Source: an optimization exercise on an open RTL-to-GDS flow (aim: small area, a short achievable clock period and few clock cycles). Production flows keep margins and buffers that such runs may drop. RTL that was checked went through simulation tests only; none was proved equivalent to the original. The clock port is modelled as an ideal driver; clocking choices that lean on that would not hold on a real chip. No activity file was given, so power comes from the tool's default toggle rates.

Setup of the previous run:
// round_robin_thread_scheduler
module round_robin_thread_scheduler
#(
  parameter int MAX_THREADS = 16
) (
  input  wire logic        clk_i,
  input  wire logic        rst_ni,
  input  wire logic        in_valid_i,
  output logic             in_stall_o,
  input  wire logic [2:0]  mode_i,
  input  wire logic [3:0]  thread_id_i,
  input  wire logic [15:0] sleep_quanta_i,
  output logic             out_valid_o,
  input  wire logic        out_stall_i,
  output logic [1:0]       status_o,
  output logic [31:0]      result_value_o,
  output logic [3:0]       running_thread_o,
  output logic             running_valid_o,
  output logic [31:0]      total_quanta_o
);
Size in the first run: ~100 I/O pins, roughly 48000 um2 of cells after synthesis.
export LEC_CHECK = 0
export CAP_MARGIN = 20
export CORE_MARGIN = 2
export CORE_UTILIZATION = 52
export PLACE_DENSITY = 0.62
export SLEW_MARGIN = 40
export TNS_END_PERCENT = 0
create_clock -name core_clock -period 12.0 [get_ports {clk_i}]
standard.sh (not shown) runs the stock make flow with config.mk's settings and CLKGATE_MAP_FILE= SYNTH_SCRIPT=/design/flow/synth_recipe.tcl, a recipe that flattens the netlist after the stock synthesis.
==> flow/flow/run.sh <==
#!/bin/bash
# Standard layout with a tighter setup repair target (the clock stays at the design's period),
# a clock tree of fewer buffers and no dummy loads, port buffers sized up before clock tree
# synthesis, and cells stepped down in size after it wherever the worst slack allows.
cp standard.sh standard_copy.txt
export SETUP_SLACK_MARGIN=${SETUP_SLACK_MARGIN_OVERRIDE:-8.6}
export CTS_ARGS="-sink_clustering_enable -repair_clock_nets -dont_use_dummy_load -sink_clustering_size 22 -sink_clustering_max_diameter 100 -buf_list {sky130_fd_sc_hd__clkbuf_16}"
export PRE_CTS_TCL=$PWD/flow/iobuf.tcl
export POST_CTS_TCL=$PWD/flow/downsize.tcl
bash standard.sh > standard.log 2>&1
Other scripts of this flow, unchanged in this note and not shown: flow/flow/downsize.tcl, flow/flow/iobuf.tcl
Testbench counts of the previous run, summed over its fixed seeds: cycles 49,907.
#### Input delta (the current run over the previous run)
--- a/flow/design.v
+++ b/flow/design.v
@@ -107,21 +107,25 @@
   rrts_sat_inc u_ginc (.a_i(gq_q), .inc_o(gq_inc));
   logic is_tick, is_spawn, is_term, is_blk, is_res, is_slp, is_qry;
   assign is_tick  = mode_i == rrts_pkg::MODE_TICK;
   assign is_spawn = mode_i == rrts_pkg::MODE_SPAWN;
   assign is_term  = mode_i == rrts_pkg::MODE_TERM;
   assign is_blk   = mode_i == rrts_pkg::MODE_BLOCK;
   assign is_res   = mode_i == rrts_pkg::MODE_RESUME;
   assign is_slp   = mode_i == rrts_pkg::MODE_SLEEP;
   assign is_qry   = mode_i == rrts_pkg::MODE_QUERY;
   logic usedt, runt, slp_ok, swx, sw;
-  assign usedt  = used_q[thread_id_i];
+  logic [N-1:0] tid_oh;
+  always_comb begin
+    for (int i = 0; i < N; i++) tid_oh[i] = thread_id_i == 4'(i);
+  end
+  assign usedt  = |(used_q & tid_oh);
   assign runt   = curv_q & (cur_q == thread_id_i);
   assign slp_ok = curv_q & (cur_q != 4'd0);
   assign swx    = ((is_term | is_blk) & runt) | (is_slp & slp_ok);
   assign sw     = is_tick | swx;
   logic [1:0] st_d;
   always_comb begin
     st_d = rrts_pkg::STAT_OK;
     if (is_spawn && !anyfree) st_d = rrts_pkg::STAT_NO_FREE;
     if ((is_term || is_blk || is_res || is_qry) && !usedt) st_d = rrts_pkg::STAT_NO_THR;
     if (is_slp && !curv_q) st_d = rrts_pkg::STAT_NO_THR;
@@ -146,20 +150,25 @@
     rsel_d = '0;
     if (is_qry) rsel_d[thread_id_i] = 1'b1;
     else if ((is_tick || swx) && qne) rsel_d = head_oh;
     else if (!swx && curv_q) rsel_d[cur_q] = 1'b1;
   end
   logic [15:0] qm2_q;
   logic        fwq_q;
   always_ff @(posedge clk_i) begin
     qm2_q <= sleep_quanta_i - 16'd2;
     fwq_q <= (sleep_quanta_i[15:1] == 15'd0) | (&gq_q[31:1]);
+  end
+  logic [15:0] gqa_q;
+  always_ff @(posedge clk_i) begin
+    if (!rst_ni) gqa_q <= gq_q[15:0];
+    else if (accept && sw) gqa_q <= gq_inc[15:0];
   end
   logic [N-1:0] dhit_q;
   always_ff @(posedge clk_i) begin
     dhit_q[0] <= 1'b0;
     for (int i = 1; i < N; i++) dhit_q[i] <= dl_q[i] == gq_q[15:0];
   end
   always_ff @(posedge clk_i or negedge rst_ni) begin
     if (!rst_ni) begin
       ov_q   <= 1'b0;
       stall_q <= 1'b0;
@@ -197,21 +206,21 @@
     spawn_q <= accept & is_spawn & anyfree;
     term_q  <= accept & is_term & usedt;
     blk_q   <= accept & is_blk & usedt;
     res_q   <= accept & is_res & usedt;
     slpc_q  <= accept & is_slp & slp_ok;
     tgt_q   <= is_spawn ? fid : ((is_tick | is_slp) ? cur_q : thread_id_i);
   end
   logic        fw, dsat;
   logic [16:0] dsum;
   logic [15:0] dl_d;
-  assign dsum = {1'b0, gq_q[15:0]} + {1'b0, qm2_q};
+  assign dsum = {1'b0, gqa_q} + {1'b0, qm2_q};
   assign dsat = (dsum[16] | (&dsum[15:0])) & (&gq_q[31:16]);
   assign dl_d = dsat ? 16'hFFFE : dsum[15:0];
   assign fw   = slpc_q & fwq_q;
   always_ff @(posedge clk_i) begin
     for (int i = 1; i < N; i++)
       if (slpc_q && tgt_q == 4'(i)) dl_q[i] <= dl_d;
   end
   logic [N-1:0] tsel, wake, push, rqsel;
   always_comb begin
     for (int i = 0; i < N; i++) begin
Notes after the runs:
- Relative to the previous run, final-layout worst hold slack has gone down in the current run.
- Global-route usage in the current run is 0.53 points lower than in the previous run
- The overall power consumption in the previous run is 1.07 times that in the current run.
- Measured against each other, the previous run and the current run differ in final net count, the higher figure coming from the previous run.
- The current run vs the previous run: total of plain and repair buffers excluding clock buffers down by more than 10%
- Post-synthesis compound-gate area fraction on the current run is down relative to the previous run.
- Between the previous run and the current run, the difference in vertical extent of the die is negligible.
- Changes observed in the current run relative to the previous run: slack of the worst reg-to-reg path now sits lower, area after synthesis now sits lower, synthesized area per cell now sits higher.
- Summary of the comparison: shortest clock period the worst path allows after layout is higher in the current run, relative to the previous run.
- Cell area | the current run vs the previous run | the current run smaller
For the current run, only the layout was checked, not whether the RTL still works.

========
round_robin_thread_scheduler, a different RTL version from the one above (not shown whole).
For scale: about 3500 cells after synthesis, about 47000 sq um of cells after synthesis.
Settings: LEC_CHECK=0, CAP_MARGIN=20, CORE_MARGIN=2, CORE_UTILIZATION=60, PLACE_DENSITY=0.7, SLEW_MARGIN=20, TNS_END_PERCENT=0; clock period 12.0 ns.
==> flow/flow/run.sh <==
#!/bin/bash
# Standard layout with a tighter setup repair target (the clock stays at the design's period),
# a clock tree of fewer buffers and no dummy loads, port buffers sized up before clock tree
# synthesis, and cells stepped down in size after it wherever the worst slack allows.
cp standard.sh standard_copy.txt
export SETUP_SLACK_MARGIN=${SETUP_SLACK_MARGIN_OVERRIDE:-8.4}
export CTS_ARGS="-sink_clustering_enable -repair_clock_nets -dont_use_dummy_load -sink_clustering_size 22 -sink_clustering_max_diameter 100 -buf_list {sky130_fd_sc_hd__clkbuf_16}"
export PRE_CTS_TCL=$PWD/flow/iobuf.tcl
export POST_CTS_TCL=$PWD/flow/downsize.tcl
bash standard.sh > standard.log 2>&1
Other scripts of this flow, unchanged in this note and not shown: flow/flow/downsize.tcl, flow/flow/iobuf.tcl
The starting point went through all stages and came out clean.
Edit:
--- a/flow/design.v
+++ b/flow/design.v
@@ -268,19 +268,22 @@
     for (int i = 1; i < N; i++)
       if (pwe[i]) ptq_q[i] <= pwd;
   end
   assign out_valid_o      = ov_q;
   assign status_o         = st_q;
   assign result_value_o   = val_q;
   logic [3:0]  curo_q;
   logic        curvo_q;
   logic [31:0] gqo_q;
   always_ff @(posedge clk_i) begin
-    curo_q  <= accept ? cur_d : cur_q;
-    curvo_q <= accept ? curv_d : curv_q;
-    gqo_q   <= (accept && sw) ? gq_inc : gq_q;
+    if (accept) begin
+      curo_q  <= cur_d;
+      curvo_q <= curv_d;
+    end
+    if (!rst_ni) gqo_q <= gq_q;
+    else if (accept && sw) gqo_q <= gq_inc;
   end
   assign running_thread_o = curo_q;
   assign running_valid_o  = curvo_q;
   assign total_quanta_o   = gqo_q;
 endmodule
 `default_nettype wire
Effect:
- register-to-register slack gets better by 0.16 ns
- wire length rises by 4.2%
- power rises by 27%
- first-iteration DRC count falls by 5.1%
- cell area rises by 2.8%
- cell count rises by 3.4%
Testbench counts after the change, summed over its fixed seeds: cycles 49,907.
Function not checked in the first run of this note: the RTL went through the layout flow alone.

========
## the baseline
Another version of the RTL of round_robin_thread_scheduler (not shown whole).
For scale: ~1100 flip-flops, roughly 0.048 sq mm of cells after synthesis.
==> flow/config.mk <==
export PLATFORM = sky130hd
export DESIGN_NAME = round_robin_thread_scheduler
export DESIGN_NICKNAME = round_robin_thread_scheduler
export VERILOG_FILES = /design/flow/design.v
export SDC_FILE = /design/flow/constraint.sdc
export NUM_CORES = 8
export LEC_CHECK = 0
export CAP_MARGIN = 20
export CORE_MARGIN = 2
export CORE_UTILIZATION = 60
export PLACE_DENSITY = 0.7
export SLEW_MARGIN = 20
export TNS_END_PERCENT = 0
==> flow/constraint.sdc <==
create_clock -name core_clock -period 12.0 [get_ports {clk_i}]
set_input_delay 2.4000 -clock core_clock [delete_from_list [all_inputs] [get_ports {clk_i}]]
set_output_delay 2.4000 -clock core_clock [all_outputs]
set_load 0.01 [all_outputs]
Scripts as last shown in full above: flow/flow/run.sh
Other scripts of this flow, unchanged in this note and not shown: flow/flow/downsize.tcl, flow/flow/iobuf.tcl
Relative to the baseline, the following input files were edited for the candidate:
-- flow/design.v --
<<< the baseline, line 65
  logic [1:0]    st_q;
  logic [31:0]   val_q;
  logic          stall_q;
  logic          sw_q, pop_q, rq_q;
  logic          spawn_q, term_q, blk_q, res_q, slpc_q;
>>> the candidate, line 65
  logic [1:0]    st_q;
  logic [31:0]   val_q;
  logic          stall_q, qry_q, qv_q;
  logic          sw_q, pop_q, rq_q;
  logic          spawn_q, term_q, blk_q, res_q, slpc_q;
<<< the baseline, line 97
  end
  assign anyfree = ~&used_q;
  logic [N-1:0] rsel_q, rsel_d, tid_oh, msel;
  logic [31:0]  rdat, rdq_q, rinc, qval;
  logic         pend_q, fwd;
  always_comb begin
    for (int i = 0; i < N; i++) tid_oh[i] = thread_id_i == 4'(i);
  end
  assign fwd  = pend_q & |(tid_oh & rsel_q);
  assign msel = in_stall_o ? rsel_q : (tid_oh & ~({N{pend_q}} & rsel_q));
  always_comb begin
    rdat = '0;
    for (int i = 0; i < N; i++) rdat = rdat | (ptq_q[i] & {32{msel[i]}});
  end
  always_ff @(posedge clk_i) rdq_q <= rdat;
  rrts_sat_inc u_inc (.a_i(rdq_q), .inc_o(rinc));
  assign qval = rdat | (rinc & {32{fwd}});
  logic [31:0] gq_inc;
  rrts_sat_inc u_ginc (.a_i(gq_q), .inc_o(gq_inc));
>>> the candidate, line 97
  end
  assign anyfree = ~&used_q;
  logic [N-1:0] rsel_q, rsel_d;
  logic [31:0]  rdat, rinc;
  always_comb begin
    rdat = '0;
    for (int i = 0; i < N; i++) rdat = rdat | (ptq_q[i] & {32{rsel_q[i]}});
  end
  rrts_sat_inc u_inc (.a_i(rdat), .inc_o(rinc));
  logic [31:0] gq_inc;
  rrts_sat_inc u_ginc (.a_i(gq_q), .inc_o(gq_inc));
<<< the baseline, line 123
  assign is_qry   = mode_i == rrts_pkg::MODE_QUERY;
  logic usedt, runt, slp_ok, swx, sw;
  assign usedt  = |(used_q & tid_oh);
  assign runt   = curv_q & (cur_q == thread_id_i);
  assign slp_ok = curv_q & (cur_q != 4'd0);
>>> the candidate, line 115
  assign is_qry   = mode_i == rrts_pkg::MODE_QUERY;
  logic usedt, runt, slp_ok, swx, sw;
  assign usedt  = used_q[thread_id_i];
  assign runt   = curv_q & (cur_q == thread_id_i);
  assign slp_ok = curv_q & (cur_q != 4'd0);
<<< the baseline, line 153
  always_comb begin
    rsel_d = '0;
    if ((is_tick || swx) && qne) rsel_d = head_oh;
    else if (!swx && curv_q) rsel_d[cur_q] = 1'b1;
  end
>>> the candidate, line 145
  always_comb begin
    rsel_d = '0;
    if (is_qry) rsel_d[thread_id_i] = 1'b1;
    else if ((is_tick || swx) && qne) rsel_d = head_oh;
    else if (!swx && curv_q) rsel_d[cur_q] = 1'b1;
  end
<<< the baseline, line 171
      ov_q   <= 1'b0;
      stall_q <= 1'b0;
      cur_q  <= 4'd0;
      curv_q <= 1'b1;
>>> the candidate, line 164
      ov_q   <= 1'b0;
      stall_q <= 1'b0;
      qry_q  <= 1'b0;
      cur_q  <= 4'd0;
      curv_q <= 1'b1;
<<< the baseline, line 176
      gq_q   <= 32'd1;
    end else begin
      stall_q <= accept | (ov_q & out_stall_i);
      if (ov_q && !out_stall_i) ov_q <= 1'b0;
      if (accept) begin
        ov_q   <= 1'b1;
        cur_q  <= cur_d;
        curv_q <= curv_d;
>>> the candidate, line 170
      gq_q   <= 32'd1;
    end else begin
      stall_q <= accept | qry_q | (ov_q & out_stall_i);
      qry_q <= accept & is_qry;
      if (ov_q && !out_stall_i) ov_q <= 1'b0;
      if (qry_q) ov_q <= 1'b1;
      if (accept) begin
        ov_q   <= ~is_qry;
        cur_q  <= cur_d;
        curv_q <= curv_d;
<<< the baseline, line 190
    if (accept) begin
      st_q  <= st_d;
      if (is_qry && usedt) val_q <= qval;
      else val_q <= (is_spawn && anyfree) ? 32'(fid) : 32'd0;
    end
  end
  always_ff @(posedge clk_i) begin
    sw_q    <= accept & sw;
    pop_q   <= accept & sw & qne;
    rq_q    <= accept & is_tick & curv_q & qne;
>>> the candidate, line 186
    if (accept) begin
      st_q  <= st_d;
      val_q <= (is_spawn && anyfree) ? 32'(fid) : 32'd0;
    end
    if (qv_q) val_q <= rdat;
  end
  always_ff @(posedge clk_i) begin
    sw_q    <= accept & sw;
    qv_q    <= accept & is_qry & usedt;
    pop_q   <= accept & sw & qne;
    rq_q    <= accept & is_tick & curv_q & qne;
<<< the baseline, line 263
  logic [N-1:0] pwe;
  assign pwd = rinc & {32{~spawn_q}};
  assign pwe = ({N{spawn_q}} & tsel) | ({N{pend_q}} & rsel_q);
  always_ff @(posedge clk_i or negedge rst_ni) begin
    if (!rst_ni) pend_q <= 1'b0;
    else pend_q <= sw_q;
  end
  always_ff @(posedge clk_i or negedge rst_ni) begin
    if (!rst_ni) ptq_q[0] <= 32'd1;
>>> the candidate, line 260
  logic [N-1:0] pwe;
  assign pwd = rinc & {32{~spawn_q}};
  assign pwe = ({N{spawn_q}} & tsel) | ({N{sw_q}} & rsel_q);
  always_ff @(posedge clk_i or negedge rst_ni) begin
    if (!rst_ni) ptq_q[0] <= 32'd1;
Results
- The candidate ran to completion and came out clean on the timing, DRC and antenna checks.
- As far as inserted tap cell count goes, the candidate and the baseline are indistinguishable; the numbers are identical.
- Higher core utilization goes to the baseline over the candidate.
- Of the candidate and the baseline, the higher synthesis-to-layout area growth belongs to the baseline.
- The final weighted congestion in routability-driven placement reported for the candidate is greater than that of the baseline by about 1.2%.
- Per the comparison of the candidate with the baseline, combinational power rose 33%; count of non-filler cells in the finished layout now smaller; mux cell area share after synthesis flat.
- Count of nets after finishing, the candidate and the baseline: smaller value in the candidate
- Across both runs, cell depth of the worst setup path was higher for the candidate than for the baseline.
- Going from the baseline to the candidate, the hold slack was found to have gone down by 5.7 ps.
Testbench counts of the candidate, summed over its fixed seeds: cycles 49,907.
For the baseline, only the layout was checked, not whether the RTL still works.

========
## v26
round_robin_thread_scheduler, a different RTL version from the one above (not shown whole).
Size in the first run: about 1100 flip-flops, roughly 48000 sq um of cells after synthesis.
==> flow/config.mk <==
export PLATFORM = sky130hd
export DESIGN_NAME = round_robin_thread_scheduler
export DESIGN_NICKNAME = round_robin_thread_scheduler
export VERILOG_FILES = /design/flow/design.v
export SDC_FILE = /design/flow/constraint.sdc
export NUM_CORES = 8
export LEC_CHECK = 0
export CAP_MARGIN = 20
export CORE_MARGIN = 2
export CORE_UTILIZATION = 60
export PLACE_DENSITY = 0.7
export SLEW_MARGIN = 20
export TNS_END_PERCENT = 0
==> flow/constraint.sdc <==
create_clock -name core_clock -period 12.0 [get_ports {clk_i}]
set_input_delay 2.4000 -clock core_clock [delete_from_list [all_inputs] [get_ports {clk_i}]]
set_output_delay 2.4000 -clock core_clock [all_outputs]
set_load 0.01 [all_outputs]
==> flow/flow/run.sh <==
#!/bin/bash
# Standard layout with a tighter setup repair target (the clock stays at the design's period),
# a clock tree of fewer buffers and no dummy loads, port buffers sized up before clock tree
# synthesis, and cells stepped down in size after it wherever the worst slack allows.
cp standard.sh standard_copy.txt
export SETUP_SLACK_MARGIN=${SETUP_SLACK_MARGIN_OVERRIDE:-8.6}
export CTS_ARGS="-sink_clustering_enable -repair_clock_nets -dont_use_dummy_load -sink_clustering_size 22 -sink_clustering_max_diameter 100 -buf_list {sky130_fd_sc_hd__clkbuf_16}"
export PRE_CTS_TCL=$PWD/flow/iobuf.tcl
export POST_CTS_TCL=$PWD/flow/downsize.tcl
bash standard.sh > standard.log 2>&1
Other scripts of this flow, unchanged in this note and not shown: flow/flow/downsize.tcl, flow/flow/iobuf.tcl
#### Input delta (v13 over v26)
-- flow/design.v --
<<< v26, line 64
  logic          ov_q;
  logic [1:0]    st_q;
  logic [31:0]   val_q;
  logic          stall_q, qry_q, qv_q;
  logic          sw_q, pop_q, rq_q;
  logic          spawn_q, term_q, blk_q, res_q, slpc_q;
>>> v13, line 64
  logic          ov_q;
  logic [1:0]    st_q;
  logic [31:0]   valo_q;
  logic [3:0]    sid_q;
  logic          qres_q;
  logic          stall_q;
  logic          sw_q, pop_q, rq_q;
  logic          spawn_q, term_q, blk_q, res_q, slpc_q;
<<< v26, line 97
  end
  assign anyfree = ~&used_q;
  logic [N-1:0] rsel_q, rsel_d;
  logic [31:0]  rdat, rinc;
  always_comb begin
    rdat = '0;
    for (int i = 0; i < N; i++) rdat = rdat | (ptq_q[i] & {32{rsel_q[i]}});
  end
  rrts_sat_inc u_inc (.a_i(rdat), .inc_o(rinc));
  logic [31:0] gq_inc;
  rrts_sat_inc u_ginc (.a_i(gq_q), .inc_o(gq_inc));
>>> v13, line 99
  end
  assign anyfree = ~&used_q;
  logic [N-1:0] rsel_q, rsel_d, tid_oh, msel, pwe;
  logic [31:0]  rdat, rdq_q, rinc, qval;
  logic         fwd;
  always_comb begin
    for (int i = 0; i < N; i++) tid_oh[i] = thread_id_i == 4'(i);
  end
  assign fwd  = |(tid_oh & pwe);
  assign msel = in_stall_o ? rsel_q : (tid_oh & ~pwe);
  always_comb begin
    rdat = '0;
    for (int i = 0; i < N; i++) rdat = rdat | (ptq_q[i] & {32{msel[i]}});
  end
  always_ff @(posedge clk_i) rdq_q <= rdat;
  rrts_sat_inc u_inc (.a_i(rdq_q), .inc_o(rinc));
  assign qval = rdat | (rinc & {32{fwd}});
  logic [31:0] gq_inc;
  rrts_sat_inc u_ginc (.a_i(gq_q), .inc_o(gq_inc));
<<< v26, line 164
      ov_q   <= 1'b0;
      stall_q <= 1'b0;
      qry_q  <= 1'b0;
      cur_q  <= 4'd0;
      curv_q <= 1'b1;
>>> v13, line 174
      ov_q   <= 1'b0;
      stall_q <= 1'b0;
      cur_q  <= 4'd0;
      curv_q <= 1'b1;
<<< v26, line 170
      gq_q   <= 32'd1;
    end else begin
      stall_q <= accept | qry_q | (ov_q & out_stall_i);
      qry_q <= accept & is_qry;
      if (ov_q && !out_stall_i) ov_q <= 1'b0;
      if (qry_q) ov_q <= 1'b1;
      if (accept) begin
        ov_q   <= ~is_qry;
        cur_q  <= cur_d;
        curv_q <= curv_d;
>>> v13, line 179
      gq_q   <= 32'd1;
    end else begin
      stall_q <= accept | (ov_q & out_stall_i);
      if (ov_q && !out_stall_i) ov_q <= 1'b0;
      if (accept) begin
        ov_q   <= 1'b1;
        cur_q  <= cur_d;
        curv_q <= curv_d;
<<< v26, line 186
    if (accept) begin
      st_q  <= st_d;
      val_q <= (is_spawn && anyfree) ? 32'(fid) : 32'd0;
    end
    if (qv_q) val_q <= rdat;
  end
  always_ff @(posedge clk_i) begin
    sw_q    <= accept & sw;
    qv_q    <= accept & is_qry & usedt;
    pop_q   <= accept & sw & qne;
    rq_q    <= accept & is_tick & curv_q & qne;
>>> v13, line 193
    if (accept) begin
      st_q  <= st_d;
      sid_q  <= (is_spawn && anyfree) ? fid : 4'd0;
      qres_q <= is_qry & usedt;
    end
  end
  always_ff @(posedge clk_i) begin
    if (accept) valo_q <= (is_qry && usedt) ? qval : ((is_spawn && anyfree) ? 32'(fid) : 32'd0);
    else valo_q <= qres_q ? rdat : 32'(sid_q);
  end
  always_ff @(posedge clk_i) begin
    sw_q    <= accept & sw;
    pop_q   <= accept & sw & qne;
    rq_q    <= accept & is_tick & curv_q & qne;
<<< v26, line 258
  end
  logic [31:0]  pwd;
  logic [N-1:0] pwe, fid_oh;
  always_comb begin
    for (int i = 0; i < N; i++) fid_oh[i] = ~used_q[i] & (&(used_q | ~((N'(1) << i) - N'(1))));
  end
  always_ff @(posedge clk_i) pwe <= {N{accept}} & (({N{is_spawn}} & fid_oh) | ({N{sw}} & rsel_d));
  assign pwd = rinc & {32{~spawn_q}};
  always_ff @(posedge clk_i or negedge rst_ni) begin
>>> v13, line 268
  end
  logic [31:0]  pwd;
  logic [N-1:0] fid_oh;
  always_comb begin
    for (int i = 0; i < N; i++) fid_oh[i] = ~used_q[i] & (&(used_q | ~((N'(1) << i) - N'(1))));
  end
  always_ff @(posedge clk_i or negedge rst_ni) begin
    if (!rst_ni) pwe <= '0;
    else pwe <= (accept && is_spawn) ? fid_oh : ({N{sw_q}} & rsel_q);
  end
  assign pwd = rinc & {32{~spawn_q}};
  always_ff @(posedge clk_i or negedge rst_ni) begin
<<< v26, line 274
  assign out_valid_o      = ov_q;
  assign status_o         = st_q;
  assign result_value_o   = val_q;
  logic [3:0]  curo_q;
  logic        curvo_q;
>>> v13, line 287
  assign out_valid_o      = ov_q;
  assign status_o         = st_q;
  assign result_value_o   = valo_q;
  logic [3:0]  curo_q;
  logic        curvo_q;
[summary]
- Looking at floorplan die height, v13 sits 1.1% higher than v26 does.
- Via count of the first global-routing pass (lower): v26
- Global-route wire length before repair, v26 and v13, lower one = v26.
- In the tables for v26 and v13, number of combinational gates with multiple inputs reads higher with v13.
- v26 → v13: internal power lower; number of cells traversed by the worst hold path was more or less identical.
- On final critical-path setup slack, v26 beats v13.
- v13: final design utilization 0.60 points below v26
- v13 vs v26: synthesized area up by a few percent
- Met1 track demand over resource: v13 vs v26 down 0.85 points
- Per the comparison of v13 with v26, routed length per placed instance went down 3.0%; count of endpoints failing hold in the final timing report held; worst slack on hold paths went down 0.0041 ns.
No run of this note included a check of the RTL's function; only the layout flow was run.

-- separate check: timing with driven ports --
Ports are ideal in the flow. The routed layouts listed here were re-timed in OpenROAD. Step 1 sets driving cells, clkbuf_16 on the clock port and buf_2 on the other inputs (assumed; they add their load-dependent delay and slew). Step 2 times the ports against the registers' clock, not the clock port: input delays grow and output delays shrink by t, the midpoint of the rising clock arrivals with the driver on. Three values: ideal, step 1, step 2; two values: the first two.
| run | t, ns | setup WS [ns] | worst setup path after step 2 |
|---|---|---|---|
| the previous run | 0.709 | 8.325 / 8.251 / 7.579 | input to register |
| the current run | 0.726 | 8.140 / 8.070 / 7.387 | input to register |
| the first run of note 2 | 0.707 | 7.902 / 7.892 / 7.185 | input to register |
| the second run of note 2 | 0.701 | 8.135 / 8.135 / 7.562 | input to register |
| the baseline | 0.707 | 7.985 / 7.979 / 7.272 | input to register |
| the candidate | 0.716 | 8.101 / 8.073 / 7.358 | input to register |
| v26 | 0.710 | 8.204 / 8.188 / 7.591 | input to register |
| v13 | 0.722 | 7.970 / 7.970 / 7.261 | input to register |
After both steps setup and hold are still met in every run listed. For the current run, which loses most, drivers alone change the setup slack by -0.070 ns; drivers and shift together by -0.753 ns.
